This design comes from an exercise in tuning for small area, a short achievable clock period and few clock cycles per item on the open sky130 flow, not from production work. For this run, only the layout was checked, not whether the RTL still works. Power figures rest on the tool's default switching activity, not on a simulated workload.

===== flow/run.sh =====
#!/bin/bash
# synth_recipe.tcl (not shown) runs the flow's synth.tcl, then flattens the netlist and writes it again
# the make line also repeats each setting of config.mk as NAME=value (left out here)
make -C /OpenROAD-flow-scripts/flow DESIGN_CONFIG=/design/flow/config.mk WORK_HOME=/design/flow/orfs CLKGATE_MAP_FILE= SYNTH_SCRIPT=/design/flow/synth_recipe.tcl finish

===== flow/config.mk =====
export PLATFORM = sky130hd
export DESIGN_NAME = smoothed_noise_modulator
export DESIGN_NICKNAME = smoothed_noise_modulator
export VERILOG_FILES = /design/flow/design.v
export SDC_FILE = /design/flow/constraint.sdc
export NUM_CORES = 4
export LEC_CHECK = 0
export ABC_AREA = 1
export CAP_MARGIN = 20
export CORE_MARGIN = 2
export CORE_UTILIZATION = 40
export SLEW_MARGIN = 20

===== flow/constraint.sdc =====
create_clock -name core_clock -period 9.0 [get_ports {i_clk}]
set_input_delay 1.8000 -clock core_clock [delete_from_list [all_inputs] [get_ports {i_clk}]]
set_output_delay 1.8000 -clock core_clock [all_outputs]
set_load 0.01 [all_outputs]

===== flow/design.v =====
module smoothed_noise_modulator (
    input  logic        i_clk,
    input  logic        i_rst_n,
    input  logic        i_s_tvalid,
    output logic        o_s_tready,
    input  logic [95:0] i_s_tdata,
    input  logic [1:0]  i_s_tuser,
    output logic        o_m_tvalid,
    input  logic        i_m_tready,
    output logic [31:0] o_m_tdata,
    input  logic        i_cfg_valid,
    output logic        o_cfg_ready,
    input  logic [1:0]  i_cfg_index,
    input  logic [15:0] i_cfg_data
);
    localparam int NCH = 6;
    logic [15:0] r_mgain;
    logic [3:0]  r_morder;
    logic        r_auto;
    assign o_cfg_ready = 1'b1;
    always_ff @(posedge i_clk) begin
        if (!i_rst_n) begin
            r_mgain  <= 16'd2000;
            r_morder <= 4'd10;
            r_auto   <= 1'b1;
        end else if (i_cfg_valid) begin
            case (i_cfg_index)
                2'd0: r_mgain  <= i_cfg_data;
                2'd1: r_morder <= i_cfg_data[3:0];
                2'd2: r_auto   <= i_cfg_data[0];
                default: ;
            endcase
        end
    end
    logic adv;           
    logic s_acc;
    logic [2:0] in_ch;
    logic in_range, in_upd, in_par, in_mot;
    assign in_ch    = i_s_tdata[2:0];
    assign in_range = (in_ch < 3'd6);
    assign in_mot   = (i_s_tuser == 2'd1);
    assign in_upd   = in_range && r_auto && (i_s_tuser == 2'd0 || i_s_tuser == 2'd1);
    assign in_par   = in_range && (i_s_tuser == 2'd2);
    assign o_s_tready = adv;
    assign s_acc      = i_s_tvalid && adv;
    logic [NCH*4-1:0] r_ord_a, r_ord_b;
    logic [NCH-1:0]   r_ord_ok;
    always_ff @(posedge i_clk) begin
        if (!i_rst_n) begin
            r_ord_ok <= '0;
        end else begin
            for (int c = 0; c < NCH; c++)
                if (s_acc && in_par && in_ch == c) r_ord_ok[c] <= 1'b1;
        end
    end
    always_ff @(posedge i_clk) begin
        for (int c = 0; c < NCH; c++)
            if (s_acc && in_par && in_ch == c) begin
                r_ord_a[c*4 +: 4] <= i_s_tdata[72:69];
                r_ord_b[c*4 +: 4] <= i_s_tdata[92:89];
            end
    end
    logic        r1_vld, r1_par, r1_mot;
    logic [2:0]  r1_ch;
    logic [31:0] r1_xa;
    logic [16:0] r1_xb;
    always_ff @(posedge i_clk) begin
        if (!i_rst_n) begin
            r1_vld <= 1'b0;
            r1_par <= 1'b0;
        end else if (adv) begin
            r1_vld <= s_acc && in_upd;
            r1_par <= s_acc && in_par;
        end
    end
    always_ff @(posedge i_clk) begin
        if (adv) begin
            r1_mot <= in_mot;
            r1_ch  <= in_ch;
            if (i_s_tuser == 2'd2) begin
                r1_xa <= i_s_tdata[68:37];
                r1_xb <= {1'b0, i_s_tdata[88:73]};
            end else begin
                r1_xa <= {{15{i_s_tdata[19]}}, i_s_tdata[19:3]};
                r1_xb <= i_s_tdata[36:20];
            end
        end
    end
    logic [NCH*32-1:0] r_a0, r_a1, r_a2, r_a3, r_m0, r_m1;
    logic [NCH-1:0]    r_okp_l, r_okq_l, r_okp_m, r_okq_m;
    logic [NCH-1:0] sel_al, sel_am;
    logic [31:0]    pa, pb, pa_n, pb_n;
    logic [3:0]     k1a, k1b, oa, ob;
    always_comb begin
        pa = '0;
        pb = '0;
        oa = '0;
        ob = '0;
        for (int c = 0; c < NCH; c++) begin
            sel_al[c] = r1_vld && !r1_mot && r1_ch == c;
            sel_am[c] = r1_vld &&  r1_mot && r1_ch == c;
            if (sel_al[c] && r_okp_l[c]) begin
                pa = pa | r_a0[c*32 +: 32];
                pb = pb | r_a2[c*32 +: 32];
            end
            if (sel_am[c] && r_okp_m[c]) pa = pa | r_m0[c*32 +: 32];
            if (r1_ch == c && r_ord_ok[c]) begin
                oa = oa | r_ord_a[c*4 +: 4];
                ob = ob | r_ord_b[c*4 +: 4];
            end
        end
        k1a  = !r1_vld ? 4'd0 : (r1_mot ? r_morder : oa);
        k1b  = !r1_vld ? 4'd0 : ob;
        pa_n = pa - 32'($signed(pa) >>> k1a) + r1_xa;
        pb_n = pb - 32'($signed(pb) >>> k1b) + {{15{r1_xb[16]}}, r1_xb};
    end
    always_ff @(posedge i_clk) begin
        if (!i_rst_n) begin
            r_okp_l <= '0;
            r_okp_m <= '0;
        end else if (adv) begin
            r_okp_l <= r_okp_l | sel_al;
            r_okp_m <= r_okp_m | sel_am;
        end
    end
    always_ff @(posedge i_clk) begin
        for (int c = 0; c < NCH; c++) begin
            if (adv && sel_al[c]) begin
                r_a0[c*32 +: 32] <= pa_n;
                r_a2[c*32 +: 32] <= pb_n;
            end
            if (adv && sel_am[c]) r_m0[c*32 +: 32] <= pa_n;
        end
    end
    logic        r2_vld, r2_par, r2_mot;
    logic [2:0]  r2_ch;
    logic [31:0] r2_pa, r2_pb;
    logic [3:0]  r2_k1a, r2_k1b;
    always_ff @(posedge i_clk) begin
        if (!i_rst_n) begin
            r2_vld <= 1'b0;
            r2_par <= 1'b0;
        end else if (adv) begin
            r2_vld <= r1_vld;
            r2_par <= r1_par;
        end
    end
    always_ff @(posedge i_clk) begin
        if (adv) begin
            r2_mot <= r1_mot;
            r2_ch  <= r1_ch;
            r2_pa  <= pa_n;
            r2_pb  <= pb_n;
            r2_k1a <= k1a;
            r2_k1b <= k1b;
        end
    end
    logic [NCH-1:0] sel_bl, sel_bm;
    logic [31:0]    qa, qb, qa_n, qb_n, y1a, y1b;
    logic [4:0]     k2a, k2b;
    always_comb begin
        qa = '0;
        qb = '0;
        for (int c = 0; c < NCH; c++) begin
            sel_bl[c] = r2_vld && !r2_mot && r2_ch == c;
            sel_bm[c] = r2_vld &&  r2_mot && r2_ch == c;
            if (sel_bl[c] && r_okq_l[c]) begin
                qa = qa | r_a1[c*32 +: 32];
                qb = qb | r_a3[c*32 +: 32];
            end
            if (sel_bm[c] && r_okq_m[c]) qa = qa | r_m1[c*32 +: 32];
        end
        k2a  = {1'b0, r2_k1a} + {4'd0, r2_vld && r2_mot};
        k2b  = {1'b0, r2_k1b} + {4'd0, r2_vld};
        y1a  = 32'($signed(r2_pa) >>> r2_k1a);
        y1b  = 32'($signed(r2_pb) >>> r2_k1b);
        qa_n = qa - 32'($signed(qa) >>> k2a) + y1a;
        qb_n = qb - 32'($signed(qb) >>> k2b) + y1b;
    end
    always_ff @(posedge i_clk) begin
        if (!i_rst_n) begin
            r_okq_l <= '0;
            r_okq_m <= '0;
        end else if (adv) begin
            r_okq_l <= r_okq_l | sel_bl;
            r_okq_m <= r_okq_m | sel_bm;
        end
    end
    always_ff @(posedge i_clk) begin
        for (int c = 0; c < NCH; c++) begin
            if (adv && sel_bl[c]) begin
                r_a1[c*32 +: 32] <= qa_n;
                r_a3[c*32 +: 32] <= qb_n;
            end
            if (adv && sel_bm[c]) r_m1[c*32 +: 32] <= qa_n;
        end
    end
    logic        r3_vld, r3_par, r3_mot;
    logic [2:0]  r3_ch;
    logic [31:0] r3_qa, r3_qb;
    logic [4:0]  r3_k2a, r3_k2b;
    always_ff @(posedge i_clk) begin
        if (!i_rst_n) begin
            r3_vld <= 1'b0;
            r3_par <= 1'b0;
        end else if (adv) begin
            r3_vld <= r2_vld;
            r3_par <= r2_par;
        end
    end
    always_ff @(posedge i_clk) begin
        if (adv) begin
            r3_mot <= r2_mot;
            r3_ch  <= r2_ch;
            r3_qa  <= qa_n;
            r3_qb  <= qb_n;
            r3_k2a <= k2a;
            r3_k2b <= k2b;
        end
    end
    logic [NCH*48-1:0] r_gain;      
    logic [NCH-1:0]    r_gain_ok;
    logic [47:0]       g_rd;
    logic [15:0]       ga, gb, off;
    logic [31:0]       ya, yb;
    logic [28:0]       prod_a, prod_b;
    always_comb begin
        g_rd = '0;
        for (int c = 0; c < NCH; c++)
            if (r3_ch == c && r_gain_ok[c]) g_rd = g_rd | r_gain[c*48 +: 48];
        ga  = r3_mot ? r_mgain : g_rd[31:16];
        gb  = r3_mot ? 16'd0   : g_rd[47:32];
        off = r3_mot ? 16'd512 : g_rd[15:0];
        ya  = 32'($signed(r3_qa) >>> r3_k2a);
        yb  = 32'($signed(r3_qb) >>> r3_k2b);
        prod_a = ya[28:0] * {{13{ga[15]}}, ga};
        prod_b = yb[28:0] * {{13{gb[15]}}, gb};
    end
    always_ff @(posedge i_clk) begin
        if (!i_rst_n) begin
            r_gain_ok <= '0;
        end else begin
            for (int c = 0; c < NCH; c++)
                if (adv && r3_par && r3_ch == c) r_gain_ok[c] <= 1'b1;
        end
    end
    always_ff @(posedge i_clk) begin
        for (int c = 0; c < NCH; c++)
            if (adv && r3_par && r3_ch == c) r_gain[c*48 +: 48] <= {r3_qb[15:0], r3_qa};
    end
    logic        r4_vld, r4_mot;
    logic [2:0]  r4_ch;
    logic [15:0] r4_pa, r4_pb, r4_off;
    always_ff @(posedge i_clk) begin
        if (!i_rst_n) begin
            r4_vld <= 1'b0;
        end else if (adv) begin
            r4_vld <= r3_vld;
        end
    end
    always_ff @(posedge i_clk) begin
        if (adv) begin
            r4_mot <= r3_mot;
            r4_ch  <= r3_ch;
            r4_pa  <= prod_a[28:13];
            r4_pb  <= prod_b[28:13];
            r4_off <= off;
        end
    end
    logic [15:0] level;
    logic [13:0] v;
    logic [7:0]  value;
    logic [5:0]  slot;
    logic [29:0] res;
    always_comb begin
        level = r4_pa + r4_pb + r4_off;
        v     = level[15:2];
        if (!v[13] && v[12:8] != 5'd0)      value = 8'd255;
        else if (v[13])                     value = r4_mot ? 8'd1 : 8'd0;
        else if (r4_mot && v[7:0] == 8'd0)  value = 8'd1;
        else                                value = v[7:0];
        slot = (r4_mot ? 6'd24 : 6'd30) + {3'd0, r4_ch};
        res  = {level, value, slot};
    end
    logic        r_out_vld, r_skid_vld, out_free;
    logic [29:0] r_out, r_skid;
    assign out_free = !r_out_vld || i_m_tready;
    assign adv      = !r_skid_vld;
    always_ff @(posedge i_clk) begin
        if (!i_rst_n) begin
            r_out_vld  <= 1'b0;
            r_skid_vld <= 1'b0;
        end else if (out_free) begin
            r_out_vld  <= r_skid_vld || r4_vld;
            r_skid_vld <= 1'b0;
        end else if (adv && r4_vld) begin
            r_skid_vld <= 1'b1;
        end
    end
    always_ff @(posedge i_clk) begin
        if (adv) r_skid <= res;
        if (out_free) r_out <= r_skid_vld ? r_skid : res;
    end
    assign o_m_tvalid = r_out_vld;
    assign o_m_tdata  = {2'b00, r_out};
endmodule

==> summary.txt <==
- Area leader, netlist: edfxtp_1
- Vias in the first global route: 81200
- Dominant synthesized flop cell: edfxtp_1
- Max Cap Viol: 0
- Deepest clock path buffer count: 4
- Chip height: between 500 and 600 µm
- Synth top area share: 48.0%
- Vias per Instance: between 5 and 6
- Die area: about 0.28 mm²
- Worst Tran Pin Value: 1120 ps
- Period utilization: 94.5%
- Global-route wire length before repair: between 400000 and 500000 µm
- FF+latch count, synth: 1873
- Commonest cells after routing, fill and taps aside: 3089 x nand2_1, 1777 x edfxtp_1, 1418 x inv_1
- PwrDens: roughly 290 mW/mm²
- Core area: between 0.2 and 0.3 mm²
- Post-synth cell types: 66
- Grt ovf: 0
- Site Rows: just under 200
- Initial core utilization: between 40% and 50%
- Peak Freq: around 0.12 GHz
- Worst stage delay on the critical path: between 600 and 700 ps
- Nets: 12700
- Via count: about 83000
- RSZ-0062 raised after global routing: no
- Final setup violating endpoints: 0
- Setup TNS: 0 ps
- Overall routing resource usage: a little under a quarter
- Antenna Nets Post-Route: 0
- Mapped Area: approximately 0.11 mm²
- CP Capture Type: flip-flop
- Crit path kind: reg2reg
- EDFF count, synth: roughly 1800
- Largest net degree at the start of global routing: between 50 and 60
- Register area share after synthesis: approximately half
- Clock sink total: ~1900
- WL final: around 330000 µm
- Cts repair resizes: 0
- Initial antenna violation count: 5
- DR WL/cell: around 21 µm
- TritonCTS clock tree: built
- Clk Latency, worst-skew pair: around 890 ps
- Slew margin rel.: 24.9%
- Async SR Flop Fraction: 0%
- Multiplexer share of the synthesized area: less than 1%
- Die X: 531 µm
- Post-CTS Setup Inserts: 0
- Synth Area per Inst: approximately 9.8 µm²
- Largest family of logic cells by synthesized area: simple AND/OR/NAND/NOR gates
- Req. time, crit path: around 9600 ps
- Compound-Gate Fraction of Synth Area: roughly 7.6%
- Fill count: ~26000
- Syn Inst Count: 11400
- WP data arrival: ~9100 ps
- Cts bufs inserted: about 200
- DR DRC count: 0
- Top Family by Delay on Critical Path: adder cells
- Port bufs: roughly 150
- Root buf cell: clkbuf_16
- HPWL Detailed: 232000 µm
- Drt pass-1 iters: 6
- Min cycle time layout: 8510 ps
- Worst Setup Start Kind: flip-flop
- Worst-path fanout max: 15
- Io pins: between 150 and 200
- Leakage: 50.9 nW
- Final hold violation count: 0
- Synth Area in XOR/XNOR: under 10%
- Synth Warn #: 1
- WP buf/inv: 13
- Hold buffer count at CTS: 0
- Post-synthesis adder-cell area fraction: 15.5%
- HP Class: reg2reg
- Finished Layout Cells: between 15000 and 20000
- Placed Instances: ~15000
- Number of DRC markers in iteration 0: 7728
- Clk pin slew, worst setup/hold paths: 60 ps
- Layout area overhead: 11.9%
- Max-slew violation count: 0
- Slowest cell on crit path: edfxtp_1
- H-tree depth: 4
- Outcome: timing/DRC/antenna clean
- Area contributors post-synth: edfxtp_1 48%, fa_1 12%, nand2_1 10%
- Layout Skew: ~110 ps
- Simple-gate share of the synthesized area: a little under a fifth
- GP Congestion: 0.927
- Share of layout cells above drive strength 1: 6.41%
- Max VDD drop: 0.733 mV
- Leading cell type in the layout, fill and taps excluded: nand2_1
- Most frequent CP cell: inv_1
worst paths after layout:
check,end,slack [ps],start,cells past startpoint
max,r4_pa[15],490,r3_ch[0],35
min,r_skid[1],460,r_skid[1],2
max reg2reg,r4_pa[15],490,r3_ch[0],35
min reg2reg,r_skid[1],460,r_skid[1],2
logic make-up (layout without fill, tap and decap cells):
kind of cell,after synthesis,count (layout)
mux,29,29
flops,1873,1873
simple gates,5042,5042
xor+xnor,171,171
buf+inv,1934,2309
fa+ha+maj,976,976
compound gates,1362,1362
other cells,2,4
area by class of cell:
cell class,instances,area (µm²),share of cell area (%)
Sequential cell,1873,55300,44.5
Multi-Input combinational cell,7583,48700,39.1
Inverter,1488,5600,4.50
Clock buffer,253,5260,4.23
Tap cell,3705,4640,3.73
Timing Repair Buffer,471,3990,3.21
Clock inverter,97,912,0.733
Antenna cell,1,2.50,0.00201
through the flow:
step                total power, mW  hold slack, ps  worst slack, ps  utilization, %  area, µm²
floorplan                      22.5             418             1610               -     111000
global placement               28.0             439              556            42.7     118000
detailed placement             28.2             443              538            42.7     118000
CTS                            36.1             458              507            45.0     124000
global route                   38.3             480             34.7            45.0     124000
finish                         36.0             457              494            45.0     124000
tightest hold or removal path: stages (launching register included):
cell,delay [ps]
dfxtp_1,300
nand2_1,40
nand2_1,80
registers in the layout, summed over array words and instances, names as in the netlist, 16 cells and up:
signal / flops
r_ord_b: 24
r_a3: 192
r_gain: 288
r3_qa: 32
r1_xa: 32
r4_pa: 16
r_m0: 192
r2_pa: 32
r_a0: 192
r2_pb: 32
r_skid: 30
r_mgain: 16
r_ord_a: 24
r4_pb: 16
r_out: 30
r_a2: 192
r_a1: 192
r4_off: 16
r_m1: 192
r3_qb: 32
r1_xb: 17
cell usage after synthesis, drive strengths merged, types with 17 or more instances:
library cell / number
dfxtp: 96
mux2i: 29
xor2: 117
a221oi: 110
buf: 178
nand3: 1043
fa: 663
nor4: 18
nor2: 673
nor3: 50
a211oi: 36
o21ai: 481
o2111a: 26
clkinv: 30
clkbuf: 268
ha: 313
o211ai: 75
edfxtp: 1777
o21a: 41
o2111ai: 17
a21oi: 384
a22oi: 21
a22o: 54
inv: 1458
xnor2: 54
nand2: 3105
o22ai: 18
nand4: 114
a31oi: 32
power breakdown:
group          leakage, nW  switching, mW  internal, mW
Sequential            17.3          0.504          12.3
Combinational         30.6           10.3          5.05
Clock                 3.02           3.39          4.48
Total                 50.9           14.2          21.8
routing by layer:
metal  part of all wire (%)  up-vias  track usage (%)
li1                       -    38500                -
met1                     43    40800             31.7
met2                     47     2991             38.3
met3                    6.5      546             2.46
met4                    3.2        4             6.83
met5                 0.0067        -                0

static timing again, ports no longer ideal:
Ports are ideal in the flow. The routed layout listed here was re-timed in OpenROAD.
Step 1, drivers: a clkbuf_16 drives i_clk and a buf_2 each remaining input, both assumed.
Step 2 times the ports against the registers' clock, not the clock port: input delays grow and output delays shrink by t, the midpoint of the rising clock arrivals with the driver on.
Three values: ideal ports, drivers, drivers and shift; two values: the first two.
t (ns): 0.926
setup WS [ns]: 0.494 / 0.494 / 0.494
hold slack, ns: 0.457 / 0.457 / 0.457
worst setup path after step 2: register to register
worst slew at a driven data input, ns: 0.08
After both steps setup and hold are still met in this run. The setup slack of this run moves by 0.000 ns with the drivers and by 0.000 ns with both steps.
